Context: an optimization exercise on an open-source flow, tuned for small area. The choices shown serve that exercise and are no tape-out recipe. In this exercise RTL edits were held to simulation tests only and were not proved equivalent to the original. Power and IR drop assume default switching activity. No driver is modelled on the clock port, so clocking that relies on it looks cheaper here than on a real chip.

==> flow/design.v <==
module ark_key_oai22 (
  input  logic q,
  input  logic en,
  input  logic wd,
  input  logic en_n,
  output logic d
);
  assign d = !((q | en) & (wd | en_n));
endmodule
module ark_aoi222 (
  input  logic a1, a2, b1, b2, c1, c2,
  output logic y
);
  assign y = !((a1 & a2) | (b1 & b2) | (c1 & c2));
endmodule
module ark_dsel (
  input  logic din,
  input  logic h0,
  input  logic h1,
  output logic y_n
);
  assign y_n = !(din ? h0 : h1);
endmodule
module ark_fin (
  input  logic [3:0] p_n,
  input  logic       y_n,
  output logic       dout
);
  assign dout = (&p_n) ^ y_n;
endmodule
module ark_rbit (
  input  logic [11:0] src,
  input  logic [11:0] sel,
  input  logic        din,
  input  logic        h0,
  input  logic        h1,
  output logic        dout
);
  logic [3:0] p_n;
  logic       y_n;
  for (genvar g = 0; g < 4; g++) begin : g_p
    ark_aoi222 u_aoi (
      .a1(src[3*g]),   .a2(sel[3*g]),
      .b1(src[3*g+1]), .b2(sel[3*g+1]),
      .c1(src[3*g+2]), .c2(sel[3*g+2]),
      .y(p_n[g])
    );
  end
  ark_dsel u_d (.din(din), .h0(h0), .h1(h1), .y_n(y_n));
  ark_fin  u_f (.p_n(p_n), .y_n(y_n), .dout(dout));
endmodule
module add_round_key_pipe #(
  parameter int DATA_WIDTH = 128,
  parameter int NUM_KEYS   = 11,
  parameter int KEY_IDX_W  = 4
) (
  input  logic                  clk,
  input  logic                  rst,
  input  logic                  key_wr_en,
  input  logic [KEY_IDX_W-1:0]  key_wr_idx,
  input  logic [DATA_WIDTH-1:0] key_wr_data,
  input  logic                  key_clr,
  input  logic [DATA_WIDTH-1:0] data_in,
  input  logic [KEY_IDX_W-1:0]  data_in_idx,
  input  logic                  data_in_vld,
  output logic                  data_in_rdy,
  output logic [DATA_WIDTH-1:0] block_data_out,
  output logic                  block_data_out_vld,
  input  logic                  block_data_out_rdy,
  output logic                  block_data_out_err
);
  logic [DATA_WIDTH-1:0] key_q [NUM_KEYS];    
  logic [DATA_WIDTH-1:0] key_d [NUM_KEYS];
  logic [NUM_KEYS-1:0]   ph_q;
  logic [NUM_KEYS-1:0]   key_we;
  logic [NUM_KEYS-1:0]   key_vld_q;
  logic [DATA_WIDTH-1:0] out_q, out_d;
  logic                  vld_q;
  logic                  err_q;
  logic [11:0]           sel;
  logic                  hit, h0, h1;
  assign data_in_rdy = !vld_q || block_data_out_rdy;
  for (genvar i = 0; i < NUM_KEYS; i++) begin : g_key
    assign key_we[i] = key_wr_en && key_wr_idx == KEY_IDX_W'(i);
    for (genvar b = 0; b < DATA_WIDTH; b++) begin : g_b
      ark_key_oai22 u_k (
        .q(key_q[i][b]), .en(key_we[i]), .wd(key_wr_data[b]), .en_n(!key_we[i]), .d(key_d[i][b])
      );
    end
    assign sel[i] = data_in_rdy && data_in_idx == KEY_IDX_W'(i) && key_vld_q[i];
  end
  assign sel[11] = !data_in_rdy;
  assign hit = |sel[NUM_KEYS-1:0];
  assign h1  = |(sel[NUM_KEYS-1:0] & ph_q);
  assign h0  = |(sel[NUM_KEYS-1:0] & ~ph_q);
  for (genvar b = 0; b < DATA_WIDTH; b++) begin : g_bit
    logic [11:0] src;
    for (genvar i = 0; i < NUM_KEYS; i++) begin : g_src
      assign src[i] = key_q[i][b];
    end
    assign src[11] = out_q[b];
    ark_rbit u_rbit (.src(src), .sel(sel), .din(data_in[b]), .h0(h0), .h1(h1), .dout(out_d[b]));
  end
  always_ff @(posedge clk) begin
    for (int i = 0; i < NUM_KEYS; i++) key_q[i] <= key_d[i];
    ph_q  <= key_we | ~ph_q;
    out_q <= out_d;
    if (data_in_rdy) err_q <= !hit;
  end
  always_ff @(posedge clk or posedge rst) begin
    if (rst) begin
      key_vld_q <= '0;
      vld_q     <= 1'b0;
    end else begin
      if (key_clr) key_vld_q <= '0;
      else key_vld_q <= key_vld_q | key_we;
      if (data_in_rdy) vld_q <= data_in_vld;
    end
  end
  assign block_data_out     = out_q;
  assign block_data_out_vld = vld_q;
  assign block_data_out_err = err_q;
endmodule
==> flow/flow/run.sh <==
#!/bin/bash
# The standard layout, with two changes: port buffers use the smallest buffer cell, and
# clock tree synthesis inserts no dummy loads. Each tool's output goes to a log of its own.
set -euo pipefail
bash standard.sh \
  BUFFER_PORTS_ARGS="-buffer_cell sky130_fd_sc_hd__buf_1" \
  CTS_ARGS="-sink_clustering_enable -repair_clock_nets -dont_use_dummy_load -sink_clustering_size 30 -sink_clustering_max_diameter 100" \
  finish > flow_make.log 2>&1
==> flow/standard.sh <==
#!/bin/bash
# synth_recipe.tcl (not shown) runs the flow's synth.tcl, then flattens the netlist and writes it again
# the make line also repeats each setting of config.mk as NAME=value (left out here)
make -C /OpenROAD-flow-scripts/flow DESIGN_CONFIG=/design/flow/config.mk WORK_HOME=/design/flow/orfs CLKGATE_MAP_FILE= SYNTH_SCRIPT=/design/flow/synth_recipe.tcl "${@:-finish}"
==> flow/config.mk <==
export PLATFORM = sky130hd
export DESIGN_NAME = add_round_key_pipe
export DESIGN_NICKNAME = add_round_key_pipe
export VERILOG_FILES = /design/flow/design.v
export SDC_FILE = /design/flow/constraint.sdc
export NUM_CORES = 4
export LEC_CHECK = 0
export CAP_MARGIN = 20
export CORE_MARGIN = 2
export CORE_UTILIZATION = 65
export CTS_CLUSTER_DIAMETER = 100
export CTS_CLUSTER_SIZE = 30
export SLEW_MARGIN = 20
export SYNTH_HIERARCHICAL = 1
==> flow/constraint.sdc <==
create_clock -name core_clock -period 4.0 [get_ports {clk}]
set_input_delay 0.8000 -clock core_clock [delete_from_list [all_inputs] [get_ports {clk}]]
set_output_delay 0.8000 -clock core_clock [all_outputs]
set_load 0.01 [all_outputs]
==> reports/metrics.cfg, run 1 <==
[grt]
grt_pass1_vias = 42240
grtUsageTotal = 0.4193
antenna_found_initial = 8
grt_max_degree = 131
grt_pass1_wl_mm = 258.3
overflow = 0

[synth]
yosysWarnings = 10
syn_nets = 4400
synth_cells = 4130
syn_avg_cell_area_sq_um = 12.15
synthFlopType = dfxtp_1
synth.most_common_cell = dfxtp_1
synthDistinctLibCells = 40
synth-edff-count = 1
ys_top_cells_by_area = dfxtp_1, o22ai_1, a222oi_1, mux2i_1, xnor2_1
yosysTopAreaCell = dfxtp_1
synth_top_area_share = 0.6170
postSynth.asyncResetShare = 0.007692
ys_ff_latch = 1560
netlist_area_sq_um = 50190
seq_area_frac_synth = 0.6236
yosys-top-cells-count = dfxtp_1, o22ai_1, a222oi_1, mux2i_1

[sta]
setup_tns_ps = 0
relSlewSlack = 0.2360
finClkSkew_ps = 29.32
grt_setup_unrepaired = no
max_slew.worst_pin.slew_ps = 1146
fin_crit_sh = 0.7191
slew_viol_final = 0
fmax_mhz = 347.7
finalSetupViolations = 0
period_minus_slack_ps = 2876
hold_viol_final = 0

[floorplanning]
die_h_um = 281.9
rows = 101
initial_core_util = 0.6587
die_x_um = 281.9
core_area_sq_um = 76200
die_area_sq_um = 79460
io_pins = 401

[route]
drt_first_pass_iters = 13
final_antenna_net_count = 0
drcViolationCount = 0
vias_per_cell = 7.932
avgRoutedWirePerCell_um = 31.00
routed_wl_mm = 174.0
drtIter0Drc = 7737
vias = 44510

[power]
peakVddDrop_uv = 411.4
p_per_area_nw_per_um2 = 586.3
p_total_w = 0.03240
leakagePower_nw = 19.76

[worst_setup_path]
end_kind = output pin
crit_fanout = 33
crit_arrival_ps = 2080
crit_family = buffers and inverters
cp_slowest_cell = buf_4
start_kind = register
path_cells = nor2b_4 > buf_4 > inv_1 > buf_1
crit_type = reg2out
critPathBufInv = 3
crit_required_ps = 3200
max_stage_delay_ps = 510

[finish]
final_util = 0.7252
seqCellArea_sq_um = 31300
nets = 4848
area_growth_syn_to_layout_pct = 10.10
multi_input_area_sq_um = 18020
drive_gt1_frac = 0.04895
nFillCells = 5632

[job]
cap_violations = 0

[placed_design]
gp_congestion = 0.8728
io_buffer_count = 400
dp_hpwl_mm = 95.97

[clock_tree]
cts-resized-gates = 0
cts_max_level = 2
cts_buffers = 57
clock_latency_ps = 700
cts-root-buf = clkbuf_16
cts.clk_slew.worst_paths_ps = 120
cts.sinks = 1560
tritoncts = built
cts_hold_buffers = 0
clockBufferDepth = 3
post-cts-setup-buffer-count = 0

[worst_hold_path]
hp-class = in2async

[status]
outcome = finished clean

worst paths after layout:
path / slack, ps / end / from / cells past startpoint
worst max-delay path: 1120 / data_in_rdy / vld_q$_DFFE_PP0N_ / 4
worst min-delay path: 100 / key_vld_q[9]$_DFF_PP0_ / rst / 2
worst max register to register: 1250 / out_q[57]$_DFF_P_ / vld_q$_DFFE_PP0N_ / 8
worst min register to register: 410 / ph_q[3]$_DFF_P_ / ph_q[3]$_DFF_P_ / 1
max in group asynchronous: 3540 / key_vld_q[1]$_DFF_PP0_ / rst / 2
min in group core_clock: 310 / vld_q$_DFFE_PP0N_ / data_in_vld / 2
power by group:
| part | internal [W] | switching [W] | total, W |
|---|---|---|---|
| sequential | 0.0195 | 0.00214 | 0.0216 |
| clock | 0.00257 | 0.00456 | 0.00713 |
| combinational | 0.00191 | 0.00172 | 0.00364 |
area by class of cell:
type | count | share of cell area
Sequential cell | 1560 | 0.5664
Multi-Input combinational cell | 2418 | 0.3261
Timing Repair Buffer | 524 | 0.05624
Clock buffer | 57 | 0.02581
Tap cell | 1030 | 0.02332
Inverter | 17 | 0.001834
Antenna cell | 6 | 0.0002717
per-module statistics from Yosys (local to each module, per instance), a selection:
module / times used / area (sq um) / cells inside / flops+latches
ark_key_oai22: 1408 / 6.256 / 1 / 0
ark_aoi222: 512 / 10.01 / 1 / 0
ark_fin: 128 / 15.01 / 2 / 0
ark_dsel: 128 / 10.01 / 1 / 0
add_round_key_pipe: 1 / 33060 / 1826 / 1560
state kept, by name, summed over array words and instances, names as in the netlist:
signal and cells:
vld_q 1, ph_q 11, key_vld_q 11, out_q 128, key_q 1408, err_q 1
metal layers:
layer	track usage	vias to the layer above	wire, um
met1	0.5853	21750	66460
met4	0.1620	4	6340
met2	0.6382	3585	76640
met3	0.09057	431	24520
met5	0.003053	-	29
li1	-	18750	-
logic make-up after synthesis:
kind of cell,Yosys count,share of synthesized area
AO/OA/AOI/OAI,1939,0.2806
XOR/XNOR,128,0.02233
buffers and inverters,152,0.02119
flip-flops,1560,0.6236
multiplexers,131,0.02655
AND/OR/NAND/NOR,220,0.02577
placed cells by master, fill, tap and decap left out, types with 5 or more instances in the layout:
cell       synthesis  layout
dfrtp_1           12      12
buf_4            128      70
nand2_1           26      17
diode_2            0       6
o211ai_1           5       5
buf_1              0     400
nand3_1           11       7
o22ai_1         1408    1408
and3_4             0       9
mux2i_1          129     129
inv_4              0       7
nor2_1            21      21
xnor2_1          128     128
a222oi_1         512     512
nand4_1          128     128
inv_1              8       6
nand2_4            0       7
nor2b_1            6       5
dfxtp_1         1547    1547
clkbuf_16          0      57
buf_12             0      54
worst reg2reg max path, delay by kind of cell, from the launching register on:
| family | cells | cell delay (ps) |
|---|---|---|
| AOI/OAI and AO/OA | 1 | 770 |
| xor gates and xnor gates | 1 | 180 |
| buffers and inverters | 2 | 500 |
| DFF | 1 | 370 |
| and+or+nand+nor | 4 | 860 |
through the flow:
step | cells | hold slack (ps) | instance area [sq um] | worst slack, ps
after floorplan | 4130 | 366.0 | 50260 | -1127
after global placement | 5549 | 376.8 | 53820 | 884.1
after detailed placement | 5549 | 383.4 | 53820 | 867.2
after CTS | 5606 | 129.6 | 55250 | 1156
after global routing | 5612 | 164.0 | 55260 | 1036
final | 5612 | 103.6 | 55260 | 1124
==> run 2: changes to the inputs <==
==> flow/flow/run.sh (replaced) <==
#!/bin/bash
# The standard layout, with two changes: port buffers use the smallest buffer cell, and
# clock tree synthesis inserts no dummy loads. Each tool's output goes to a log of its own.
set -euo pipefail
bash standard.sh \
  BUFFER_PORTS_ARGS="-buffer_cell sky130_fd_sc_hd__buf_1" \
  CTS_ARGS="-sink_clustering_enable -repair_clock_nets -dont_use_dummy_load -sink_clustering_size 25 -sink_clustering_max_diameter 80" \
  finish > flow_make.log 2>&1
--- a/flow/config.mk
+++ b/flow/config.mk
@@ -7,8 +7,6 @@
 export LEC_CHECK = 0
 export CAP_MARGIN = 20
 export CORE_MARGIN = 2
-export CORE_UTILIZATION = 65
-export CTS_CLUSTER_DIAMETER = 100
-export CTS_CLUSTER_SIZE = 30
+export CORE_UTILIZATION = 75
 export SLEW_MARGIN = 20
 export SYNTH_HIERARCHICAL = 1
==> run 2 against run 1 <==
  * Synthesized area did not move
  * Utilization rose by 11 points
  * Wire length up 2.0%
  * Die area is 13% lower
  * First-iteration DRC count is 31% higher
  * Final cell count decreased by 2.9%
  * Design area about the same
  * Clock-buffer cell count up 15
  * Clock power rose by 11%
  * Critical path type unchanged
  * Critical endpoint unchanged
==> reports/metrics.cfg, run 2 <==
[status]
outcome = finished clean

[finish]
final_common_cell = dfxtp_1
nets = 4838  ; -0.21%
finalInstanceArea_sq_um = 55290  ; about the same
fin_cells = 5449  ; -2.9%
area_growth_syn_to_layout_pct = 10.15  ; about the same
top_register = key_q
final_util = 0.8380  ; +0.1128
drive_gt1_frac = 0.04687  ; -0.002083
final_cell_mix = dfxtp_1, o22ai_1, a222oi_1, buf_1, mux2i_1
reg_top3 = key_q (1408), out_q (128)
largest_register_ffs = 1408  ; unchanged

[placed_design]
post_dp_cell_area_sq_um = 53440  ; -0.71%
io_buffer_count = 400  ; unchanged
gp_congestion = 0.8674  ; -0.62%
dp_hpwl_mm = 91.67  ; -4.5%
placed_cells = 5358  ; -3.4%

[synth]
synthXorXnorAreaFrac = 0.02233  ; unchanged
ys_ff_latch = 1560  ; unchanged
synth_compound_area_frac = 0.2806  ; unchanged
synth-edff-count = 1  ; unchanged
yosys.area_share.simple = 0.02577  ; unchanged
synthMuxAreaShare = 0.02655  ; unchanged
yosysWarnings = 10  ; unchanged
synthFlopType = dfxtp_1
syn_nets = 4400  ; unchanged
synthDistinctLibCells = 40  ; unchanged
synth_cells = 4130  ; unchanged
yosys-top-cells-count = dfxtp_1, o22ai_1, a222oi_1, mux2i_1
synth.most_common_cell = dfxtp_1
synth_top_family_by_area = compound AO/OA/AOI/OAI gates
synth_top_area_share = 0.6170  ; unchanged
seq_area_frac_synth = 0.6236  ; unchanged
ys_top_cells_by_area = dfxtp_1, o22ai_1, a222oi_1, mux2i_1, xnor2_1
syn_avg_cell_area_sq_um = 12.15  ; unchanged
netlist_area_sq_um = 50190  ; unchanged
yosysTopAreaCell = dfxtp_1
synthAdderAreaFrac = 0  ; unchanged
postSynth.asyncResetShare = 0.007692  ; unchanged

[sta]
fin_crit_sh = 0.7932  ; +0.07416
fmax_mhz = 315.2  ; -9.3%
finalSetupViolations = 0  ; unchanged
whs_ps = 123.4  ; +19.82 ps
finClkSkew_ps = 36.66  ; +7.338 ps
hold_viol_final = 0  ; unchanged
max_slew.worst_pin.slew_ps = 1125  ; -20.53 ps
slew_viol_final = 0  ; unchanged
period_minus_slack_ps = 3173  ; +296.7 ps
grt_setup_unrepaired = no
relSlewSlack = 0.2497  ; +0.01369

[clock_tree]
cts_hold_buffers = 0  ; unchanged
cts.sinks = 1560  ; unchanged
cts.clk_slew.worst_paths_ps = 100  ; -20 ps
cts-root-buf = clkbuf_16
cts_max_level = 3  ; +1
post-cts-setup-buffer-count = 0  ; unchanged
clockBufferDepth = 3  ; unchanged
cts-resized-gates = 0  ; unchanged
tritoncts = built
cts_buffers = 72  ; +26%
clock_latency_ps = 670  ; -30 ps

[power]
peakVddDrop_uv = 583.0  ; +42%
switching_share = 0.2611  ; +0.0009281
p_total_w = 0.03336  ; +2.9%
clkPwrFrac = 0.237  ; +0.017
p_per_area_nw_per_um2 = 603.3  ; +2.9%
power.switching_w = 0.008709  ; +3.3%
sequentialPowerShare = 0.652  ; -0.016
p_int_w = 0.02465  ; +2.8%
power_frac_comb = 0.111  ; about the same
leakagePower_nw = 19.83  ; +0.33%

[worst_setup_path]
end_kind = output pin
crit_type = reg2out
cp_slowest_cell = buf_4
crit_start = vld_q$_DFFE_PP0N_
r2r-start = vld_q$_DFFE_PP0N_
crit_fanout = 61  ; +85%
crit_family = buffers and inverters
r2r_slack_ps = 1240  ; about the same
crit_required_ps = 3200  ; about the same
start_kind = register
critPathBufInv = 3  ; unchanged
max_stage_delay_ps = 830  ; +320 ps
crit_arrival_ps = 2370  ; +290 ps
path_cells = nor2b_4 > buf_4 > inv_1 > buf_1

[route]
drt_first_pass_iters = 15  ; +2
drcViolationCount = 0  ; unchanged
drtIter0Drc = 10130  ; +31%
final_antenna_net_count = 0  ; unchanged
avgRoutedWirePerCell_um = 32.57  ; +5.0%
routed_wl_mm = 177.5  ; +2.0%
vias = 46300  ; +4.0%
vias_per_cell = 8.497  ; +7.1%

[floorplanning]
die_area_sq_um = 69010  ; -13%
die_x_um = 262.7  ; -6.8%
core_area_sq_um = 65980  ; -13%
io_pins = 401  ; unchanged
initial_core_util = 0.7607  ; +0.1020
rows = 94  ; -6.9%
die_h_um = 262.7  ; -6.8%

[job]
cap_violations = 0  ; unchanged

[worst_hold_path]
hp-class = in2async

[grt]
antenna_found_initial = 20  ; +12
overflow = 0  ; unchanged
grt_pass1_vias = 44620  ; +5.6%
grt_max_degree = 131  ; unchanged
grtUsageTotal = 0.4891  ; +0.06976
grt_pass1_wl_mm = 264.9  ; +2.6%

## run 2: cell counts after synthesis
Identical to the previous run, type by type.
## run 2: power by group through the flow
stage | registers, W | clock network [W] | logic, W
2_1_floorplan | 0.0213 | 0 | 0.00277
6_report | 0.0217 | 0.00790 | 0.00372
4_1_cts | 0.0216 | 0.00783 | 0.00360
3_5_place_dp | 0.0219 | 0 | 0.00359
5_1_grt | 0.0221 | 0.00833 | 0.00400
3_3_place_gp | 0.0218 | 0 | 0.00332
## run 2: final timing paths
kind	end	depth (start not counted)
max	data_in_rdy	4
max reg2reg	out_q[72]$_DFF_P_	7
min	key_vld_q[8]$_DFF_PP0_	2
max in group asynchronous	key_vld_q[2]$_DFF_PP0_	2
min reg2reg	ph_q[1]$_DFF_P_	1
min in group core_clock	vld_q$_DFFE_PP0N_	2
## run 2: cell families (layout without fill, tap and decap cells)
kind of cell           count (synthesis)  in the layout
multiplexers                         131            131
other                                  0             19
AND/OR/NAND/NOR                      220            220
XOR/XNOR                             128            128
buffers and inverters                152            588
flip-flops                          1560           1560
AO/OA/AOI/OAI                       1939           1939
## run 2: layer usage
layer,global-route usage,part of all wire,wire (um),vias up
li1,-,-,-,18710
met1,0.6551,0.34,60930,21890
met3,0.1306,0.17,30900,889
met2,0.7193,0.42,74790,4812
met4,0.2827,0.061,10800,4
met5,0,0.00015,26,-
## run 2: cell type report
class	count	area [sq um]
Fill cell	3844	10690
Clock buffer	72	1802
Timing Repair Buffer	499	2945
Sequential cell	1560	31300
Tap cell	864	1081
Multi-Input combinational cell	2418	18020
Antenna cell	19	47.55
Inverter	17	91.34
## run 2: worst reg2reg max path, stage by stage, from the launching register on
cell	delay, ps
dfrtp_1	390
nor2b_4	150
nor3b_2	310
and3_4	880
buf_4	500
a222oi_1	140
nand4_1	190
xnor2_1	140
## run 2: per-stage QoR
step / worst slack (ps) / setup TNS [ps]
final: 827.1 / 0
after global routing: 770.1 / 0
after CTS: 887.0 / 0
after detailed placement: 714.7 / 0
after global placement: 773.2 / 0
after floorplan: -1127 / -1243730
## run 2: Yosys stat by module, one instance, submodules excluded, excerpt
module	area, sq um	cells	flip-flops and latches
add_round_key_pipe	33060	1826	1560
ark_fin	15.01	2	0
ark_aoi222	10.01	1	0
ark_dsel	10.01	1	0
ark_key_oai22	6.256	1	0
==> run 3: changes to the inputs <==
--- a/flow/config.mk
+++ b/flow/config.mk
@@ -7,6 +7,7 @@
 export LEC_CHECK = 0
 export CAP_MARGIN = 20
 export CORE_MARGIN = 2
-export CORE_UTILIZATION = 75
+export CORE_UTILIZATION = 65
+export PLACE_DENSITY = 0.85
 export SLEW_MARGIN = 20
 export SYNTH_HIERARCHICAL = 1
==> run 3 against run 2 <==
  * Still clean
  * Setup slack improved by 65 ps
  * Sequential power about the same
  * Sequential share of layout area decreased by 0.24 points
  * Design area increased by 0.43%
  * Combinational power decreased by 1%
  * Critical path type is now in2reg
  * Largest power group unchanged
  * Highest routed layer unchanged
==> reports/metrics.cfg, run 3 <==
[status]
outcome = finished clean

[clock_tree]
cts.sinks = 1560  ; unchanged
cts_hold_buffers = 0  ; unchanged
cts-root-buf = clkbuf_16
cts.clk_slew.worst_paths_ps = 90  ; about the same
clockBufferDepth = 3  ; unchanged
clock_latency_ps = 650  ; -20 ps
post-cts-setup-buffer-count = 0  ; unchanged
tritoncts = built
cts-resized-gates = 0  ; unchanged
cts_max_level = 3  ; unchanged
cts_buffers = 72  ; unchanged

[worst_setup_path]
crit_type = in2reg
crit_required_ps = 4460  ; +1260 ps
path_cells = buf_1 > and3b_1 > nand2_4 > buf_4 > buf_4 > o22ai_1
crit_family = buffers and inverters
crit_arrival_ps = 3570  ; +1200 ps
critPathBufInv = 3  ; unchanged
start_kind = primary input
cp_slowest_cell = buf_4
cp_common_cell = buf_4
end_kind = register
max_stage_delay_ps = 1060  ; +230 ps
crit_fanout = 71  ; +16%

[synth]
syn_avg_cell_area_sq_um = 12.15  ; unchanged
netlist_area_sq_um = 50190  ; unchanged
syn_nets = 4400  ; unchanged
synth-edff-count = 1  ; unchanged
yosys-top-cells-count = dfxtp_1, o22ai_1, a222oi_1, mux2i_1
yosysTopAreaCell = dfxtp_1
synth_top_area_share = 0.6170  ; unchanged
postSynth.asyncResetShare = 0.007692  ; unchanged
synth.most_common_cell = dfxtp_1
seq_area_frac_synth = 0.6236  ; unchanged
synth_cells = 4130  ; unchanged
ys_top_cells_by_area = dfxtp_1, o22ai_1, a222oi_1, mux2i_1, xnor2_1
synthDistinctLibCells = 40  ; unchanged
yosysWarnings = 10  ; unchanged
synthFlopType = dfxtp_1
ys_ff_latch = 1560  ; unchanged

[route]
vias = 45100  ; -2.6%
final_antenna_net_count = 0  ; unchanged
drtIter0Drc = 8389  ; -17%
vias_per_cell = 8.035  ; -5.4%
avgRoutedWirePerCell_um = 30.08  ; -7.6%
drt_first_pass_iters = 11  ; -4
routed_wl_mm = 168.8  ; -4.9%
drcViolationCount = 0  ; unchanged

[finish]
top_register = key_q
final_common_cell = dfxtp_1
largest_register_ffs = 1408  ; unchanged
area_growth_syn_to_layout_pct = 10.62
final_util = 0.7287  ; -0.1093
reg_top3 = key_q (1408), out_q (128)
nets = 4848  ; +0.21%
drive_gt1_frac = 0.04895  ; +0.002083
nFillCells = 5183  ; +35%
final_cell_mix = dfxtp_1, o22ai_1, a222oi_1, buf_1, mux2i_1

[sta]
fin_crit_sh = 0.7770  ; -0.01623
grt_setup_unrepaired = no
hold_viol_final = 0  ; unchanged
max_slew.worst_pin.slew_ps = 1211  ; +85.89 ps
relSlewSlack = 0.1925  ; -0.05726
finClkSkew_ps = 33.29  ; -3.374 ps
period_minus_slack_ps = 3108  ; -64.92 ps
fmax_mhz = 321.7  ; +2.1%
finalSetupViolations = 0  ; unchanged
setup_tns_ps = 0  ; unchanged
slew_viol_final = 0  ; unchanged
whs_ps = 158.1  ; +34.64 ps
fin_ws_ps = 892.0  ; +64.92 ps

[floorplanning]
die_area_sq_um = 79460  ; +15%
io_pins = 401  ; unchanged
die_x_um = 281.9  ; +7.3%
core_area_sq_um = 76200  ; +15%
initial_core_util = 0.6587  ; -0.1020
die_h_um = 281.9  ; +7.3%
rows = 101  ; +7.4%

[power]
p_per_area_nw_per_um2 = 598.6  ; -0.78%
leakagePower_nw = 19.89  ; +0.31%
peakVddDrop_uv = 378.7  ; -35%

[worst_hold_path]
hp-class = in2async

[placed_design]
io_buffer_count = 400  ; unchanged
dp_hpwl_mm = 92.79  ; +1.2%
place_ws_ps = 485.8  ; -228.8 ps
gp_congestion = 0.8246  ; -4.9%

[grt]
grt_pass1_wl_mm = 254.7  ; -3.9%
grt_max_degree = 132  ; +0.76%
antenna_found_initial = 12  ; -40%
overflow = 0  ; unchanged
grt_pass1_vias = 44190  ; -0.96%
grtUsageTotal = 0.4079  ; -0.08112

[job]
cap_violations = 0  ; unchanged

==> run 3: cell types whose count changed in the layout (fill, tap and decap cells not counted) <==
cell and change:
nand2_8 -2, buf_4 +10, diode_2 -12, nand2_4 +2
==> run 3: power breakdown <==
| group | total (W) | internal (W) | switching, W |
|---|---|---|---|
| clock | 0.00789 | 0.00324 | 0.00465 |
| combinational | 0.00367 | 0.00191 | 0.00176 |
| sequential | 0.0217 | 0.0195 | 0.00217 |
| total | 0.0332 | 0.0246 | 0.00859 |
==> run 3: cells by family (layout without fill, tap and decap cells) <==
logic type | after synthesis | count (layout) | share of synthesized area
multiplexers | 131 | 131 | 0.02655
other | 0 | 7 | 0
buffers and inverters | 152 | 598 | 0.02119
XOR/XNOR | 128 | 128 | 0.02233
flip-flops | 1560 | 1560 | 0.6236
AND/OR/NAND/NOR | 220 | 220 | 0.02577
AO/OA/AOI/OAI | 1939 | 1939 | 0.2806
==> run 3: final timing paths <==
kind	startpoint	end	slack, ps	cells after the start
max	key_wr_idx[3]	key_q[5][17]$_DFF_P_	890	6
min	rst	key_vld_q[2]$_DFF_PP0_	160	2
max reg2reg	vld_q$_DFFE_PP0N_	out_q[32]$_DFF_P_	1210	7
min reg2reg	ph_q[7]$_DFF_P_	ph_q[7]$_DFF_P_	410	1
max in group asynchronous	rst	key_vld_q[10]$_DFF_PP0_	3490	2
min in group core_clock	data_in_vld	vld_q$_DFFE_PP0N_	350	2
==> run 3: final cells by class <==
type,count,area (sq um),share of cell area
inverter,17,91.34,0.001645
antenna,7,17.52,0.0003155
timing repair buffer,509,3020,0.05440
multi-input combinational,2418,18010,0.3243
tap,1030,1289,0.02321
sequential,1560,31300,0.5637
clock buffer,72,1802,0.03245
==> run 3: routing by layer <==
metal,vias up,GRT usage,share of wire
li1,18740,-,-
met1,21750,0.5168,0.35
met2,3843,0.6351,0.45
met3,765,0.1076,0.14
met4,10,0.2280,0.058
met5,-,0.001832,0.00034
==> run 3: modules after synthesis (local to each module, per instance), a selection <==
module	cell area [sq um]	cells	flip-flops and latches	times used
add_round_key_pipe	33060	1826	1560	1
ark_fin	15.01	2	0	128
ark_aoi222	10.01	1	0	512
ark_dsel	10.01	1	0	128
ark_key_oai22	6.256	1	0	1408
==> run 3: per-stage QoR <==
stage	total power [W]	std cells	instance area, sq um
2_1_floorplan	0.02409	4130	50260
3_3_place_gp	0.02499	5534	53710
3_5_place_dp	0.02548	5534	53710
4_1_cts	0.03304	5606	55510
5_1_grt	0.03443	5612	55520
6_report	0.03324	5613	55530
==> run 4: changes to the inputs <==
--- a/flow/config.mk
+++ b/flow/config.mk
@@ -8,6 +8,6 @@
 export CAP_MARGIN = 20
 export CORE_MARGIN = 2
 export CORE_UTILIZATION = 65
-export PLACE_DENSITY = 0.85
+export GPL_TIMING_DRIVEN = 0
 export SLEW_MARGIN = 20
 export SYNTH_HIERARCHICAL = 1
==> run 4 against run 3 <==
  * Non-clock buffer count up 108
  * Wire length up 8.0%
  * Clock skew up 5.3 ps
  * Register-to-register slack worse by 590 ps
  * Hold slack worse by 9.9 ps
  * Sequential share of layout area down 1.6 points
  * Synthesized area unchanged
  * Clock power up 1%
  * Critical path depth up 1
==> reports/metrics.cfg, run 4 <==
[status]
outcome = finished clean

[synth]
synth_compound_area_frac = 0.2806  ; unchanged
synthMuxAreaShare = 0.02655  ; unchanged
syn_avg_cell_area_sq_um = 12.15  ; unchanged
yosysTopAreaCell = dfxtp_1
syn_nets = 4400  ; unchanged
synth_top_area_share = 0.6170  ; unchanged
synthDistinctLibCells = 40  ; unchanged
synth_cells = 4130  ; unchanged
postSynth.asyncResetShare = 0.007692  ; unchanged
netlist_area_sq_um = 50190  ; unchanged
synth-edff-count = 1  ; unchanged
yosysWarnings = 10  ; unchanged
synth_top_family_by_area = compound AO/OA/AOI/OAI gates
synthAdderAreaFrac = 0  ; unchanged
yosys-top-cells-count = dfxtp_1, o22ai_1, a222oi_1, mux2i_1
synthFlopType = dfxtp_1
ys_ff_latch = 1560  ; unchanged
synth.most_common_cell = dfxtp_1
yosys.area_share.simple = 0.02577  ; unchanged
synthXorXnorAreaFrac = 0.02233  ; unchanged
seq_area_frac_synth = 0.6236  ; unchanged
ys_top_cells_by_area = dfxtp_1, o22ai_1, a222oi_1, mux2i_1, xnor2_1

[grt]
grt_pass1_vias = 43600  ; -1.3%
grtUsageTotal = 0.4412  ; +0.03328
overflow = 0  ; unchanged
antenna_found_initial = 33  ; +21
grt_pass1_wl_mm = 268.3  ; +5.3%
grt_max_degree = 90  ; -32%

[sta]
fmax_mhz = 269.0  ; -16%
finClkSkew_ps = 38.56  ; +5.271 ps
setup_tns_ps = 0  ; unchanged
slew_viol_final = 0  ; unchanged
max_slew.worst_pin.slew_ps = 877.6  ; -333.7 ps
finalSetupViolations = 0  ; unchanged
relSlewSlack = 0.4124  ; +0.2199
period_minus_slack_ps = 3717  ; +609.0 ps
grt_setup_unrepaired = no
hold_viol_final = 0  ; unchanged
fin_crit_sh = 0.9293  ; +0.1522

[route]
drt_first_pass_iters = 12  ; +1
drtIter0Drc = 7907  ; -5.7%
routed_wl_mm = 182.3  ; +8.0%
drcViolationCount = 0  ; unchanged
vias = 45600  ; +1.1%
vias_per_cell = 7.950  ; -1.1%
final_antenna_net_count = 0  ; unchanged
avgRoutedWirePerCell_um = 31.79  ; +5.7%

[finish]
finalInstanceArea_sq_um = 57100  ; +2.8%
reg_top3 = key_q (1408), out_q (128)
area_growth_syn_to_layout_pct = 13.75
drive_gt1_frac = 0.07024  ; +0.02129
final_util = 0.7493  ; +0.02064
final_common_cell = dfxtp_1
top_register = key_q
final_cell_mix = dfxtp_1, o22ai_1, a222oi_1, buf_1, mux2i_1
largest_register_ffs = 1408  ; unchanged
nets = 4956  ; +2.2%

[clock_tree]
post-cts-setup-buffer-count = 0  ; unchanged
cts.sinks = 1560  ; unchanged
cts_buffers = 72  ; unchanged
cts.clk_slew.worst_paths_ps = 100  ; about the same
cts-resized-gates = 0  ; unchanged
cts_hold_buffers = 0  ; unchanged
clock_latency_ps = 660  ; about the same
clockBufferDepth = 3  ; unchanged
tritoncts = built
cts-root-buf = clkbuf_16
cts_max_level = 3  ; unchanged

[floorplanning]
io_pins = 401  ; unchanged
rows = 101  ; unchanged
initial_core_util = 0.6587  ; unchanged
core_area_sq_um = 76200  ; unchanged
die_x_um = 281.9  ; unchanged
die_h_um = 281.9  ; unchanged
die_area_sq_um = 79460  ; unchanged

[worst_setup_path]
crit_fanout = 71  ; unchanged
crit_type = in2reg
start_kind = primary input
crit_arrival_ps = 4190  ; +620 ps
end_kind = register
crit_required_ps = 4470  ; about the same

[placed_design]
io_buffer_count = 400  ; unchanged
dp_hpwl_mm = 98.09  ; +5.7%
gp_congestion = 0.7805  ; -5.3%
post_dp_cell_area_sq_um = 55240  ; +2.9%

[power]
leakagePower_nw = 20.73  ; +4.2%
p_total_w = 0.03347  ; +0.69%
peakVddDrop_uv = 405.9  ; +7.2%
p_per_area_nw_per_um2 = 586.1  ; -2.1%

[job]
cap_violations = 0  ; unchanged

[worst_hold_path]
hp-class = in2async

[run 4: cell counts after synthesis]
Identical to the previous run, type by type.
[run 4: final cells by class]
class / instances / area, sq um
multi-input cells: 2418 / 18020
well taps: 1030 / 1289
flip-flops and latches: 1560 / 31300
inverters: 17 / 146.4
fillers: 5397 / 19100
repair buffers: 482 / 3481
diodes: 22 / 55.05
clock buffers: 72 / 1802
plain buffers: 135 / 1010
[run 4: metal layers]
layer  GRT usage  part of all wire
met1      0.6002              0.37
met2      0.6602              0.44
met3      0.1095              0.14
met4      0.2118             0.046
met5           0           0.00084
[run 4: worst paths after layout]
path,from,end,slack [ps],cells after the start
worst max-delay path,key_wr_idx[0],key_q[5][93]$_DFF_P_,280,7
worst min-delay path,rst,key_vld_q[3]$_DFF_PP0_,150,2
worst max register to register,vld_q$_DFFE_PP0N_,out_q[27]$_DFF_P_,620,10
worst min register to register,ph_q[9]$_DFF_P_,ph_q[9]$_DFF_P_,410,1
max in group asynchronous,rst,key_vld_q[9]$_DFF_PP0_,3470,2
min in group core_clock,key_clr,key_vld_q[1]$_DFF_PP0_,320,2
[run 4: Yosys stat by module (local to each module, per instance), excerpt]
module / flip-flops and latches / cells inside / cell area, sq um
ark_dsel: 0 / 1 / 10.01
add_round_key_pipe: 1560 / 1826 / 33060
ark_fin: 0 / 2 / 15.01
ark_aoi222: 0 / 1 / 10.01
ark_key_oai22: 0 / 1 / 6.256
[run 4: logic make-up after synthesis]
group | after synthesis
DFF | 1560
and+or+nand+nor | 220
xor gates and xnor gates | 128
AOI/OAI and AO/OA | 1939
muxes | 131
buffers and inverters | 152
[run 4: power by group]
group / internal (W) / total [W] / switching [W]
Clock: 0.00324 / 0.00797 / 0.00472
Combinational: 0.00210 / 0.00394 / 0.00184
Sequential: 0.0195 / 0.0216 / 0.00207
[run 4: worst max-delay path, stage by stage]
cell and delay [ps]:
buf_1 280, nor2b_1 760, nand2_8 600, buf_16 470, inv_8 540, buf_16 440
o22ai_1 170
[run 4: metrics by stage]
| step | hold slack, ps | std cells | worst slack [ps] |
|---|---|---|---|
| 2_1_floorplan | 366.0 | 4130 | -1127 |
| 3_3_place_gp | 377.1 | 5560 | -9004 |
| 3_5_place_dp | 384.7 | 5642 | -209.5 |
| 4_1_cts | 147.4 | 5714 | 447.9 |
| 5_1_grt | 193.1 | 5734 | 295.0 |
| 6_report | 148.2 | 5736 | 283.0 |
==> run 5: changes to the inputs <==
--- a/flow/config.mk
+++ b/flow/config.mk
@@ -8,6 +8,5 @@
 export CAP_MARGIN = 20
 export CORE_MARGIN = 2
 export CORE_UTILIZATION = 65
-export GPL_TIMING_DRIVEN = 0
 export SLEW_MARGIN = 20
 export SYNTH_HIERARCHICAL = 1
==> run 5 against run 4 <==
  * Clock skew is essentially flat
  * Clock power is essentially flat
  * Largest power group unchanged
  * Sequential share of layout area rose by 1.4 points
  * Wire length down 4.4%
  * Setup slack improved by 920 ps
  * Fmax grew 33%
  * Global-route usage shrank 2.0 points
==> reports/metrics.cfg, run 5 <==
[status]
outcome = finished clean

[floorplanning]
initial_core_util = 0.6587  ; unchanged
io_pins = 401  ; unchanged
core_area_sq_um = 76200  ; unchanged
rows = 101  ; unchanged
die_area_sq_um = 79460  ; unchanged
die_x_um = 281.9  ; unchanged
die_h_um = 281.9  ; unchanged

[worst_setup_path]
crit_fanout = 33  ; -54%
r2r_slack_ps = 1290  ; +670 ps
start_kind = register
crit_type = reg2out
crit_required_ps = 3200  ; -1270 ps
crit_path_end = data_in_rdy
r2r-start = vld_q$_DFFE_PP0N_
cp_slowest_cell = buf_4
rr_worst_depth = 8  ; -2
end_kind = output pin
crit_arrival_ps = 1990  ; -2200 ps
path_cells = nor2b_4 > buf_4 > inv_1 > buf_1
crit_start = vld_q$_DFFE_PP0N_
r2r-end = out_q[57]$_DFF_P_
max_stage_delay_ps = 500  ; -260 ps

[finish]
final_util = 0.7301  ; -0.01916
multi_input_area_sq_um = 18020  ; about the same
final_common_cell = dfxtp_1
largest_register_ffs = 1408  ; unchanged
nFillCells = 5588  ; +3.5%
seqCellArea_sq_um = 31300  ; unchanged
top_register = key_q
area_growth_syn_to_layout_pct = 10.85
reg_top3 = key_q (1408), out_q (128)
fin_cells = 5627  ; -1.9%
final_cell_mix = dfxtp_1, o22ai_1, a222oi_1, buf_1, mux2i_1
nets = 4863  ; -1.9%
drive_gt1_frac = 0.05206  ; -0.01818

[synth]
synth-edff-count = 1  ; unchanged
postSynth.asyncResetShare = 0.007692  ; unchanged
yosysWarnings = 10  ; unchanged
synthDistinctLibCells = 40  ; unchanged
synth_top_area_share = 0.6170  ; unchanged
ys_ff_latch = 1560  ; unchanged
synth_cells = 4130  ; unchanged
syn_nets = 4400  ; unchanged
netlist_area_sq_um = 50190  ; unchanged
yosysTopAreaCell = dfxtp_1
ys_top_cells_by_area = dfxtp_1, o22ai_1, a222oi_1, mux2i_1, xnor2_1
syn_avg_cell_area_sq_um = 12.15  ; unchanged
seq_area_frac_synth = 0.6236  ; unchanged
synthFlopType = dfxtp_1
yosys-top-cells-count = dfxtp_1, o22ai_1, a222oi_1, mux2i_1
synth.most_common_cell = dfxtp_1

[placed_design]
placed_cells = 5549  ; -1.6%
io_buffer_count = 400  ; unchanged
gp_congestion = 0.8728  ; +12%
dp_hpwl_mm = 95.97  ; -2.2%

[sta]
grt_setup_unrepaired = no
setup_tns_ps = 0  ; unchanged
fin_crit_sh = 0.6986  ; -0.2307
hold_viol_final = 0  ; unchanged
whs_ps = 131.3  ; -16.93 ps
finalSetupViolations = 0  ; unchanged
relSlewSlack = 0.2423  ; -0.1701
max_slew.worst_pin.slew_ps = 1137  ; +258.9 ps
fmax_mhz = 357.9  ; +33%
finClkSkew_ps = 38.33  ; -0.2313 ps
period_minus_slack_ps = 2794  ; -922.8 ps
slew_viol_final = 0  ; unchanged

[clock_tree]
cts-root-buf = clkbuf_16
cts_buffers = 72  ; unchanged
clock_latency_ps = 660  ; about the same
cts.sinks = 1560  ; unchanged
tritoncts = built
cts_max_level = 3  ; unchanged
clockBufferDepth = 3  ; unchanged
cts.clk_slew.worst_paths_ps = 100  ; about the same
cts-resized-gates = 0  ; unchanged
cts_hold_buffers = 0  ; unchanged
post-cts-setup-buffer-count = 0  ; unchanged

[worst_hold_path]
hp-class = in2async

[power]
leakagePower_nw = 19.95  ; -3.8%
p_total_w = 0.03324  ; -0.68%
peakVddDrop_uv = 418.3  ; +3.0%
p_per_area_nw_per_um2 = 597.4  ; +1.9%

[grt]
grt_pass1_wl_mm = 259.0  ; -3.5%
antenna_found_initial = 8  ; -76%
overflow = 0  ; unchanged
grt_pass1_vias = 42350  ; -2.9%
grtUsageTotal = 0.4210  ; -0.02022
grt_max_degree = 131  ; +46%

[job]
cap_violations = 0  ; unchanged

[route]
drt_first_pass_iters = 14  ; +2
vias_per_cell = 7.899  ; -0.64%
drcViolationCount = 0  ; unchanged
vias = 44450  ; -2.5%
routed_wl_mm = 174.3  ; -4.4%
final_antenna_net_count = 0  ; unchanged
avgRoutedWirePerCell_um = 30.98  ; -2.5%
drtIter0Drc = 7728  ; -2.3%

run 5: cell type report:
class / instances / share of cell area
Timing Repair Buffer: 524 / 0.05586
Multi-Input combinational cell: 2418 / 0.3239
Antenna cell: 6 / 0.0002699
Tap cell: 1030 / 0.02316
Clock buffer: 72 / 0.03238
Sequential cell: 1560 / 0.5626
Inverter: 17 / 0.001822
run 5: metal layers:
layer | vias up | GRT usage | part of all wire
li1 | 18760 | - | -
met1 | 21750 | 0.5860 | 0.38
met2 | 3489 | 0.6413 | 0.44
met3 | 447 | 0.08585 | 0.14
met4 | 4 | 0.1748 | 0.039
met5 | - | 0 | 0.00013
run 5: how the worst min path moves through the flow:
stage,endpoint,depth (start not counted)
finish,key_vld_q[10]$_DFF_PP0_,2
CTS,key_vld_q[3]$_DFF_PP0_,2
global route,key_vld_q[10]$_DFF_PP0_,2
floorplan,ph_q[10]$_DFF_P_,1
detailed placement,ph_q[3]$_DFF_P_,1
global placement,ph_q[3]$_DFF_P_,1
run 5: per-module statistics from Yosys, one instance, submodules excluded, a selection:
module | flip-flops and latches | cells
add_round_key_pipe | 1560 | 1826
ark_aoi222 | 0 | 1
ark_dsel | 0 | 1
ark_fin | 0 | 2
ark_key_oai22 | 0 | 1
run 5: cell families (layout without fill, tap and decap cells):
| logic type | count (synthesis) | count (layout) | share of synthesized area |
|---|---|---|---|
| flip-flops | 1560 | 1560 | 0.6236 |
| AO/OA/AOI/OAI | 1939 | 1939 | 0.2806 |
| AND/OR/NAND/NOR | 220 | 220 | 0.02577 |
| other | 0 | 6 | 0 |
| multiplexers | 131 | 131 | 0.02655 |
| buffers and inverters | 152 | 613 | 0.02119 |
| XOR/XNOR | 128 | 128 | 0.02233 |
run 5: critical path: cells and delay by family, from the launching register on:
kind	cells	cell delay (ps)
buffers and inverters	3	790
flip-flops	1	340
AND/OR/NAND/NOR	1	230
run 5: power breakdown:
group          internal, W  switching [W]  total [W]
logic              0.00191        0.00172    0.00364
registers           0.0195        0.00214     0.0216
clock network      0.00324        0.00472    0.00796
run 5: stage by stage:
stage	worst slack (ps)	instance area (sq um)
after global placement	884.1	53820
after CTS	1217	55620
final	1206	55640
after detailed placement	867.2	53820
after global routing	1118	55640
after floorplan	-1127	50260
==> run 6: changes to the inputs <==
--- a/flow/config.mk
+++ b/flow/config.mk
@@ -7,6 +7,7 @@
 export LEC_CHECK = 0
 export CAP_MARGIN = 20
 export CORE_MARGIN = 2
-export CORE_UTILIZATION = 65
+export CORE_UTILIZATION = 70
+export PLACE_DENSITY = 0.85
 export SLEW_MARGIN = 20
 export SYNTH_HIERARCHICAL = 1
==> run 6 against run 5 <==
  * Register-to-register slack worse by 120 ps
  * Clock-buffer cell count stayed put
  * Power is 0.37% higher
  * Wire length is 1.3% higher
  * Design area is 0.29% lower
  * Combinational power is 2% higher
  * Die area is 7.0% lower
  * Sequential power hardly changed
  * Synthesized cell count stayed put
==> reports/metrics.cfg, run 6 <==
[synth]
netlist_area_sq_um = 50190  ; unchanged
ys_top_cells_by_area = dfxtp_1, o22ai_1, a222oi_1, mux2i_1, xnor2_1
synth-edff-count = 1  ; unchanged
syn_avg_cell_area_sq_um = 12.15  ; unchanged
syn_nets = 4400  ; unchanged
ys_ff_latch = 1560  ; unchanged
seq_area_frac_synth = 0.6236  ; unchanged
synthFlopType = dfxtp_1
postSynth.asyncResetShare = 0.007692  ; unchanged
synthDistinctLibCells = 40  ; unchanged
synth_top_area_share = 0.6170  ; unchanged
yosys-top-cells-count = dfxtp_1, o22ai_1, a222oi_1, mux2i_1
yosysTopAreaCell = dfxtp_1
synth_cells = 4130  ; unchanged
synth.most_common_cell = dfxtp_1
yosysWarnings = 10  ; unchanged

[placed_design]
io_buffer_count = 400  ; unchanged
dp_hpwl_mm = 91.21  ; -5.0%
gp_congestion = 0.8544  ; -2.1%
post_dp_cell_area_sq_um = 53640  ; -0.33%

[floorplanning]
die_area_sq_um = 73860  ; -7.0%
io_pins = 401  ; unchanged
core_area_sq_um = 71240  ; -6.5%
rows = 98  ; -3.0%
die_h_um = 271.8  ; -3.6%
initial_core_util = 0.7046  ; +0.04587
die_x_um = 271.8  ; -3.6%

[worst_hold_path]
hp-class = in2async

[finish]
final_util = 0.7787  ; +0.04856
drive_gt1_frac = 0.04645  ; -0.005608
final_cell_mix = dfxtp_1, o22ai_1, a222oi_1, buf_1, mux2i_1
seqCellArea_sq_um = 31300  ; unchanged
largest_register_ffs = 1408  ; unchanged
finalInstanceArea_sq_um = 55480  ; -0.29%
multi_input_area_sq_um = 18010  ; about the same
reg_top3 = key_q (1408), out_q (128)
final_common_cell = dfxtp_1
area_growth_syn_to_layout_pct = 10.52
top_register = key_q
nFillCells = 4511  ; -19%
nets = 4836  ; -0.56%

[grt]
grt_pass1_vias = 44520  ; +5.1%
overflow = 0  ; unchanged
busiest_layer = met2
grtUsageTotal = 0.4555  ; +0.03450
use_met3 = 0.1233  ; +0.03746
grt_pass1_wl_mm = 264.0  ; +1.9%
grtUsageMet2 = 0.6773  ; +0.03602
use_met1 = 0.6060  ; +0.01999
grt_max_degree = 131  ; unchanged
antenna_found_initial = 20  ; +12

[clock_tree]
cts_buffers = 72  ; unchanged
cts_max_level = 3  ; unchanged
tritoncts = built
cts-root-buf = clkbuf_16
post-cts-setup-buffer-count = 0  ; unchanged
cts-resized-gates = 0  ; unchanged
cts_hold_buffers = 0  ; unchanged
cts.sinks = 1560  ; unchanged
cts.clk_slew.worst_paths_ps = 90  ; about the same
clockBufferDepth = 3  ; unchanged
clock_latency_ps = 670  ; about the same

[worst_setup_path]
crit_fanout = 36  ; +9.1%
end_kind = output pin
crit_required_ps = 3200  ; about the same
crit_arrival_ps = 2120  ; +130 ps
start_kind = register
crit_type = reg2out

[route]
routed_wl_mm = 176.5  ; +1.3%
final_antenna_net_count = 0  ; unchanged
drcViolationCount = 0  ; unchanged
drtIter0Drc = 9808  ; +27%
avgRoutedWirePerCell_um = 31.94  ; +3.1%
vias_per_cell = 8.343  ; +5.6%
drt_first_pass_iters = 15  ; +1
vias = 46110  ; +3.7%

[sta]
relSlewSlack = 0.2997  ; +0.05738
whs_ps = 142.9  ; +11.63 ps
max_slew.worst_pin.slew_ps = 1050  ; -86.08 ps
grt_setup_unrepaired = no
period_minus_slack_ps = 2924  ; +129.7 ps
slew_viol_final = 0  ; unchanged
finClkSkew_ps = 45.94  ; +7.612 ps
fin_crit_sh = 0.7310  ; +0.03244
finalSetupViolations = 0  ; unchanged
fmax_mhz = 342.0  ; -4.4%
hold_viol_final = 0  ; unchanged

[power]
p_per_area_nw_per_um2 = 601.4  ; +0.67%
leakagePower_nw = 19.88  ; -0.36%
peakVddDrop_uv = 424.9  ; +1.6%

[job]
cap_violations = 0  ; unchanged

[status]
outcome = finished clean

-- run 6: cell counts after synthesis --
No cell type changed its count.
-- run 6: per-stage QoR --
stage               TNS (ps)  setup WS [ps]  total power, W  cells
floorplan           -1243730          -1127         0.02409   4130
global placement           0          794.0         0.02506   5442
detailed placement         0          724.7         0.02549   5442
CTS                        0           1131         0.03308   5514
global route               0           1003         0.03446   5525
finish                     0           1076         0.03336   5527
-- run 6: modules after synthesis (local to each module, per instance), a selection --
| module | cells | flip-flops and latches | times used |
|---|---|---|---|
| ark_fin | 2 | 0 | 128 |
| ark_aoi222 | 1 | 0 | 512 |
| add_round_key_pipe | 1826 | 1560 | 1 |
| ark_dsel | 1 | 0 | 128 |
| ark_key_oai22 | 1 | 0 | 1408 |
-- run 6: routing by layer --
| layer | vias up | wire, um |
|---|---|---|
| li1 | 18740 | - |
| met4 | 16 | 9798 |
| met2 | 4468 | 75790 |
| met1 | 22010 | 61960 |
| met3 | 878 | 28890 |
| met5 | - | 103 |
-- run 6: worst max-delay path, cell delays in order, from the launching register on --
cell	delay, ps
dfrtp_1	350
nor2b_4	240
buf_4	600
inv_1	140
buf_1	170
-- run 6: cells by family (layout without fill, tap and decap cells) --
family	after synthesis	in the layout	synth area share
compound gates	1939	1939	0.2806
flops	1560	1560	0.6236
simple gates	220	220	0.02577
buf+inv	152	586	0.02119
mux	131	131	0.02655
xor+xnor	128	128	0.02233
other cells	0	13	0
-- run 6: path summary, 6_finish.rpt --
path,from,depth (start not counted),slack (ps),endpoint
setup / recovery,vld_q$_DFFE_PP0N_,4,1080,data_in_rdy
max in group asynchronous,rst,2,3520,vld_q$_DFFE_PP0N_
hold reg to reg,ph_q[7]$_DFF_P_,1,400,ph_q[7]$_DFF_P_
setup reg to reg,vld_q$_DFFE_PP0N_,7,1170,out_q[105]$_DFF_P_
hold / removal,rst,2,140,key_vld_q[10]$_DFF_PP0_
min in group core_clock,data_in_vld,2,350,vld_q$_DFFE_PP0N_
-- run 6: final cells by class --
type | instances | area share
Clock buffer | 72 | 0.03248
Antenna cell | 13 | 0.0005864
Inverter | 17 | 0.001646
Timing Repair Buffer | 497 | 0.05508
Multi-Input combinational cell | 2418 | 0.3246
Sequential cell | 1560 | 0.5642
Tap cell | 950 | 0.02143
-- run 6: where the power goes --
part | internal (W) | total [W] | leakage (nW) | switching, W
Combinational | 0.00191 | 0.00371 | 5.74 | 0.00180
Sequential | 0.0195 | 0.0217 | 13.2 | 0.00222
Clock | 0.00324 | 0.00794 | 0.887 | 0.00469
Total | 0.0247 | 0.0334 | 19.9 | 0.00871
==> run 7: changes to the inputs <==
==> flow/flow/run.sh (replaced) <==
#!/bin/bash
# The standard layout, with two changes: port buffers use the smallest buffer cell, and
# clock tree synthesis inserts no dummy loads. Each tool's output goes to a log of its own.
set -euo pipefail
bash standard.sh \
  BUFFER_PORTS_ARGS="-buffer_cell sky130_fd_sc_hd__buf_1" \
  CTS_ARGS="-sink_clustering_enable -repair_clock_nets -dont_use_dummy_load -sink_clustering_size 28 -sink_clustering_max_diameter 90" \
  finish > flow_make.log 2>&1
--- a/flow/config.mk
+++ b/flow/config.mk
@@ -7,7 +7,7 @@
 export LEC_CHECK = 0
 export CAP_MARGIN = 20
 export CORE_MARGIN = 2
-export CORE_UTILIZATION = 70
+export CORE_UTILIZATION = 65
 export PLACE_DENSITY = 0.85
 export SLEW_MARGIN = 20
 export SYNTH_HIERARCHICAL = 1
==> run 7 against run 6 <==
  * Clock skew decreased by 24 ps
  * Sequential cell count unchanged
  * Wire length decreased by 4.3%
  * Critical endpoint is now key_q[5][86]$_DFF_P_
  * Still clean
  * Non-clock buffer count increased by 12
  * Via count decreased by 2.4%
  * Die area increased by 7.6%
  * Critical path depth increased by 2
==> reports/metrics.cfg, run 7 <==
[finish]
multi_input_area_sq_um = 18010  ; unchanged
top_register = key_q
reg_top3 = key_q (1408), out_q (128)
fin_cells = 5600  ; +1.3%
nets = 4837  ; +0.021%
finalInstanceArea_sq_um = 55250  ; -0.41%
final_common_cell = dfxtp_1
area_growth_syn_to_layout_pct = 10.06
nFillCells = 5227  ; +16%
drive_gt1_frac = 0.04666  ; +0.0002089
final_cell_mix = dfxtp_1, o22ai_1, a222oi_1, buf_1, mux2i_1
largest_register_ffs = 1408  ; unchanged
seqCellArea_sq_um = 31300  ; unchanged

[sta]
fmax_mhz = 330.6  ; -3.3%
fin_ws_ps = 975.4  ; -100.6 ps
grt_setup_unrepaired = no
finalSetupViolations = 0  ; unchanged
max_slew.worst_pin.slew_ps = 1160  ; +109.4 ps
slew_viol_final = 0  ; unchanged
relSlewSlack = 0.2267  ; -0.07296
fin_crit_sh = 0.7562  ; +0.02516
period_minus_slack_ps = 3025  ; +100.6 ps
hold_viol_final = 0  ; unchanged
finClkSkew_ps = 21.63  ; -24.31 ps

[power]
leakagePower_nw = 19.76  ; -0.61%
switching_share = 0.2603  ; -0.0008137
p_int_w = 0.02414  ; -2.1%
peakVddDrop_uv = 441.9  ; +4.0%
sequentialPowerShare = 0.664  ; +0.013
p_per_area_nw_per_um2 = 590.6  ; -1.8%
power.switching_w = 0.008493  ; -2.5%
clkPwrFrac = 0.223  ; -0.015
power_frac_comb = 0.112  ; about the same

[grt]
grt_pass1_wl_mm = 253.5  ; -4.0%
grtUsageTotal = 0.4057  ; -0.04976
grt_pass1_vias = 43920  ; -1.3%
grt_max_degree = 132  ; +0.76%
overflow = 0  ; unchanged
antenna_found_initial = 11  ; -45%

[job]
cap_violations = 0  ; unchanged

[route]
final_antenna_net_count = 0  ; unchanged
avgRoutedWirePerCell_um = 30.17  ; -5.6%
vias_per_cell = 8.034  ; -3.7%
drcViolationCount = 0  ; unchanged
drt_first_pass_iters = 14  ; -1
routed_wl_mm = 168.9  ; -4.3%
drtIter0Drc = 8656  ; -12%
vias = 44990  ; -2.4%

[worst_setup_path]
max_stage_delay_ps = 1020  ; +420 ps
crit_start = key_wr_idx[3]
r2r-start = vld_q$_DFFE_PP0N_
crit_fanout = 71  ; +97%
cp_slowest_cell = buf_4
cp_common_cell = buf_4
crit_type = in2reg
crit_required_ps = 4510  ; +1310 ps
end_kind = register
crit_arrival_ps = 3530  ; +1410 ps
path_cells = buf_1 > and3b_1 > nand2_4 > buf_4 > buf_4 > o22ai_1
start_kind = primary input

[floorplanning]
rows = 101  ; +3.1%
die_h_um = 281.9  ; +3.7%
initial_core_util = 0.6587  ; -0.04587
die_x_um = 281.9  ; +3.7%
die_area_sq_um = 79460  ; +7.6%
core_area_sq_um = 76200  ; +7.0%
io_pins = 401  ; unchanged

[clock_tree]
cts.clk_slew.worst_paths_ps = 110  ; +20 ps
post-cts-setup-buffer-count = 0  ; unchanged
clockBufferDepth = 3  ; unchanged
cts_hold_buffers = 0  ; unchanged
cts-root-buf = clkbuf_16
cts_buffers = 61  ; -15%
cts-resized-gates = 0  ; unchanged
cts_max_level = 2  ; -1
clock_latency_ps = 690  ; +20 ps
tritoncts = built
cts.sinks = 1560  ; unchanged

[placed_design]
io_buffer_count = 400  ; unchanged
gp_congestion = 0.8246  ; -3.5%
placed_cells = 5534  ; +1.7%
place_ws_ps = 485.8  ; -238.9 ps
dp_hpwl_mm = 92.79  ; +1.7%
post_dp_cell_area_sq_um = 53710  ; +0.12%

[synth]
synth_cells = 4130  ; unchanged
syn_nets = 4400  ; unchanged
yosysWarnings = 10  ; unchanged
yosys-top-cells-count = dfxtp_1, o22ai_1, a222oi_1, mux2i_1
ys_top_cells_by_area = dfxtp_1, o22ai_1, a222oi_1, mux2i_1, xnor2_1
synth-edff-count = 1  ; unchanged
synthFlopType = dfxtp_1
ys_ff_latch = 1560  ; unchanged
synth_top_area_share = 0.6170  ; unchanged
netlist_area_sq_um = 50190  ; unchanged
synthDistinctLibCells = 40  ; unchanged
yosysTopAreaCell = dfxtp_1
seq_area_frac_synth = 0.6236  ; unchanged
syn_avg_cell_area_sq_um = 12.15  ; unchanged
synth.most_common_cell = dfxtp_1
postSynth.asyncResetShare = 0.007692  ; unchanged

[status]
outcome = finished clean

[worst_hold_path]
hp-class = in2async

run 7: cell counts after synthesis:
No cell type changed its count.
run 7: routing by layer:
metal / global-route usage / routed length, um / vias to the layer above
met4: 0.2083 / 9517 / 10
met2: 0.6390 / 75680 / 3829
met5: 0 / 66 / -
met3: 0.08676 / 23530 / 760
li1: - / - / 18690
met1: 0.5286 / 60150 / 21710
run 7: cell type report:
class	count	area share
inverters	17	0.001653
diodes	5	0.0002265
clock buffers	61	0.02763
well taps	1030	0.02333
flip-flops and latches	1560	0.5666
repair buffers	509	0.05467
multi-input cells	2418	0.3259
run 7: power by group through the flow:
stage | Clock [W] | Sequential [W] | Combinational [W]
global placement | 0 | 0.0217 | 0.00332
global route | 0.00775 | 0.0221 | 0.00399
finish | 0.00729 | 0.0217 | 0.00367
floorplan | 0 | 0.0213 | 0.00277
detailed placement | 0 | 0.0219 | 0.00359
CTS | 0.00724 | 0.0216 | 0.00359
run 7: modules after synthesis, one instance, submodules excluded, a selection:
module              cells inside  flip-flops and latches  cell area [sq um]  copies in the design
add_round_key_pipe          1826                    1560              33060                     1
ark_fin                        2                       0              15.01                   128
ark_aoi222                     1                       0              10.01                   512
ark_dsel                       1                       0              10.01                   128
ark_key_oai22                  1                       0              6.256                  1408
run 7: final timing paths:
| kind | depth (start not counted) | slack (ps) | end |
|---|---|---|---|
| setup / recovery | 6 | 980 | key_q[5][86]$_DFF_P_ |
| hold / removal | 2 | 90 | key_vld_q[5]$_DFF_PP0_ |
| setup reg to reg | 7 | 1240 | out_q[39]$_DFF_P_ |
| hold reg to reg | 1 | 410 | ph_q[10]$_DFF_P_ |
| max in group asynchronous | 2 | 3550 | key_vld_q[6]$_DFF_PP0_ |
| min in group core_clock | 2 | 290 | vld_q$_DFFE_PP0N_ |
run 7: worst max-delay path: cells and delay by family:
kind | cells | cell delay (ps)
simple gates | 2 | 490
compound gates | 1 | 220
buf+inv | 3 | 1930
run 7: kinds of logic after synthesis:
group | share of synthesized area
flip-flops | 0.6236
XOR/XNOR | 0.02233
AND/OR/NAND/NOR | 0.02577
buffers and inverters | 0.02119
AO/OA/AOI/OAI | 0.2806
multiplexers | 0.02655
run 7: through the flow:
| stage | utilization | power [W] | TNS [ps] | hold WS (ps) |
|---|---|---|---|---|
| finish | 0.7250 | 0.03263 | 0 | 93.62 |
| global route | 0.7250 | 0.03380 | 0 | 122.0 |
| CTS | 0.7248 | 0.03241 | 0 | 92.41 |
| detailed placement | 0.7048 | 0.02548 | 0 | 381.4 |
| global placement | 0.7048 | 0.02499 | 0 | 378.4 |
| floorplan | - | 0.02409 | -1243730 | 366.0 |
==> run 8: changes to the inputs <==
--- a/flow/config.mk
+++ b/flow/config.mk
@@ -8,6 +8,6 @@
 export CAP_MARGIN = 20
 export CORE_MARGIN = 2
 export CORE_UTILIZATION = 65
-export PLACE_DENSITY = 0.85
+export PLACE_DENSITY = 0.95
 export SLEW_MARGIN = 20
 export SYNTH_HIERARCHICAL = 1
==> run 8 against run 7 <==
  * Still clean on timing, DRC and antenna
  * Utilization is 0.085 points higher
  * Die area stayed put
  * Sequential share of layout area is 0.067 points lower
  * Clock power is 4.7% higher
  * First-iteration DRC count is 25% higher
  * Fmax is 0.89% higher
  * Sequential cell count stayed put
  * Non-clock buffer count is 12 lower
  * Clock-buffer cell count is 5 higher
  * Sequential power hardly changed
  * Setup slack better by 27 ps
  * Final cell count stayed put
  * Largest cell class unchanged
  * Largest power group unchanged
==> reports/metrics.cfg, run 8 <==
[route]
drcViolationCount = 0  ; unchanged
drt_first_pass_iters = 14  ; unchanged
avgRoutedWirePerCell_um = 32.05  ; +6.2%
vias = 47110  ; +4.7%
final_antenna_net_count = 0  ; unchanged
routed_wl_mm = 179.5  ; +6.2%
drtIter0Drc = 10860  ; +25%
vias_per_cell = 8.413  ; +4.7%

[worst_setup_path]
rr_worst_depth = 7  ; unchanged
end_kind = register
r2r-start = vld_q$_DFFE_PP0N_
r2r_slack_ps = 1000  ; -240 ps
start_kind = register
crit_required_ps = 4580  ; +70 ps
crit_fanout = 41  ; -42%
crit_type = reg2reg
crit_arrival_ps = 3580  ; +50 ps
r2r-end = out_q[22]$_DFF_P_

[sta]
slew_viol_final = 0  ; unchanged
relSlewSlack = 0.1827  ; -0.04403
hold_viol_final = 0  ; unchanged
setup_tns_ps = 0  ; unchanged
grt_setup_unrepaired = no
max_slew.worst_pin.slew_ps = 1226  ; +66.05 ps
whs_ps = 114.9  ; +21.26 ps
fmax_mhz = 333.6  ; +0.89%
fin_crit_sh = 0.7495  ; -0.006666
finalSetupViolations = 0  ; unchanged
period_minus_slack_ps = 2998  ; -26.66 ps
finClkSkew_ps = 33.12  ; +11.49 ps

[placed_design]
post_dp_cell_area_sq_um = 53630  ; -0.14%
dp_hpwl_mm = 95.51  ; +2.9%
placed_cells = 5522  ; -0.22%
gp_congestion = 0.8654  ; +4.9%
io_buffer_count = 400  ; unchanged

[floorplanning]
initial_core_util = 0.6587  ; unchanged
die_x_um = 281.9  ; unchanged
rows = 101  ; unchanged
die_h_um = 281.9  ; unchanged
core_area_sq_um = 76200  ; unchanged
die_area_sq_um = 79460  ; unchanged
io_pins = 401  ; unchanged

[clock_tree]
tritoncts = built
cts-root-buf = clkbuf_16
post-cts-setup-buffer-count = 0  ; unchanged
cts.sinks = 1560  ; unchanged
cts.clk_slew.worst_paths_ps = 100  ; about the same
cts_buffers = 66  ; +8.2%
clock_latency_ps = 670  ; -20 ps
cts_max_level = 3  ; +1
cts_hold_buffers = 0  ; unchanged
clockBufferDepth = 3  ; unchanged
cts-resized-gates = 0  ; unchanged

[synth]
yosysTopAreaCell = dfxtp_1
ys_top_cells_by_area = dfxtp_1, o22ai_1, a222oi_1, mux2i_1, xnor2_1
synth_top_area_share = 0.6170  ; unchanged
synthDistinctLibCells = 40  ; unchanged
synth_cells = 4130  ; unchanged
ys_ff_latch = 1560  ; unchanged
synthFlopType = dfxtp_1
synth-edff-count = 1  ; unchanged
synth.most_common_cell = dfxtp_1
postSynth.asyncResetShare = 0.007692  ; unchanged
syn_nets = 4400  ; unchanged
netlist_area_sq_um = 50190  ; unchanged
yosys-top-cells-count = dfxtp_1, o22ai_1, a222oi_1, mux2i_1
syn_avg_cell_area_sq_um = 12.15  ; unchanged
yosysWarnings = 10  ; unchanged
seq_area_frac_synth = 0.6236  ; unchanged

[finish]
final_util = 0.7258  ; +0.0008540
nets = 4830  ; -0.14%
reg_top3 = key_q (1408), out_q (128)
final_common_cell = dfxtp_1
final_cell_mix = dfxtp_1, o22ai_1, a222oi_1, buf_1, mux2i_1
drive_gt1_frac = 0.04520  ; -0.001464
fin_cells = 5600  ; unchanged
area_growth_syn_to_layout_pct = 10.19
finalInstanceArea_sq_um = 55310  ; +0.12%
largest_register_ffs = 1408  ; unchanged
nFillCells = 4783  ; -8.5%
top_register = key_q

[grt]
grt_pass1_wl_mm = 267.3  ; +5.4%
antenna_found_initial = 14  ; +3
grt_pass1_vias = 46550  ; +6.0%
grtUsageTotal = 0.4311  ; +0.02538
grt_max_degree = 131  ; -0.76%
overflow = 0  ; unchanged

[status]
outcome = finished clean

[power]
peakVddDrop_uv = 355.6  ; -20%
clkPwrFrac = 0.229  ; +0.006
p_per_area_nw_per_um2 = 601.9  ; +1.9%
sequentialPowerShare = 0.657  ; -0.007
switching_share = 0.2671  ; +0.006843
p_int_w = 0.02440  ; +1.1%
power_frac_comb = 0.114  ; +0.002
leakagePower_nw = 19.77  ; about the same
power.switching_w = 0.008893  ; +4.7%

[job]
cap_violations = 0  ; unchanged

[worst_hold_path]
hp-class = in2async

==> run 8: worst max-delay path by stage <==
stage                                 start                   to  cells after the start  slack (ps)
after floorplan               key_wr_idx[2]  key_q[0][0]$_DFF_P_                      4       -1130
after global placement       data_in_idx[1]    out_q[77]$_DFF_P_                      8         730
after detailed placement     data_in_idx[3]    out_q[50]$_DFF_P_                      7         620
after CTS                 vld_q$_DFFE_PP0N_    out_q[22]$_DFF_P_                      7        1210
after global routing      vld_q$_DFFE_PP0N_    out_q[22]$_DFF_P_                      7        1030
final                     vld_q$_DFFE_PP0N_    out_q[22]$_DFF_P_                      7        1000
==> run 8: modules after synthesis, one instance, submodules excluded, excerpt <==
module / cell area (sq um) / times used / flops+latches
ark_dsel: 10.01 / 128 / 0
ark_aoi222: 10.01 / 512 / 0
add_round_key_pipe: 33060 / 1 / 1560
ark_key_oai22: 6.256 / 1408 / 0
ark_fin: 15.01 / 128 / 0
==> run 8: cell families after synthesis <==
group | share of synthesized area
multiplexers | 0.02655
flip-flops | 0.6236
AND/OR/NAND/NOR | 0.02577
XOR/XNOR | 0.02233
AO/OA/AOI/OAI | 0.2806
buffers and inverters | 0.02119
==> run 8: cell type report <==
cell class	count	area, sq um	share of cell area
Sequential cell	1560	31300	0.5659
Multi-Input combinational cell	2418	18010	0.3255
Timing Repair Buffer	497	2943	0.05321
Clock buffer	66	1652	0.02986
Tap cell	1030	1289	0.02330
Inverter	17	91.34	0.001651
Antenna cell	12	30.03	0.0005429
==> run 8: stage by stage <==
step / setup slack [ps] / power (W)
2_1_floorplan: -1127 / 0.02409
3_3_place_gp: 728.7 / 0.02504
3_5_place_dp: 624.1 / 0.02561
4_1_cts: 1211 / 0.03293
5_1_grt: 1032 / 0.03432
6_report: 1002 / 0.03329
==> run 8: critical path: stages, from the launching register on <==
cell and delay [ps]:
dfrtp_1 380, nor2b_4 160, nor3b_2 510, and3_4 800, buf_4 510, a222oi_1 190
nand4_1 180, xnor2_1 170
==> run 8: power by group through the flow <==
stage	clock network, W	logic [W]	registers (W)
after floorplan	0	0.00277	0.0213
after global placement	0	0.00332	0.0217
after detailed placement	0	0.00363	0.0220
after CTS	0.00753	0.00367	0.0217
after global routing	0.00808	0.00406	0.0222
final	0.00763	0.00380	0.0219
==> run 8: routing by layer <==
| metal | track usage | share of wire |
|---|---|---|
| met4 | 0.2913 | 0.078 |
| met3 | 0.1441 | 0.17 |
| met5 | 0 | 0.00039 |
| met1 | 0.5280 | 0.33 |
| met2 | 0.6462 | 0.43 |
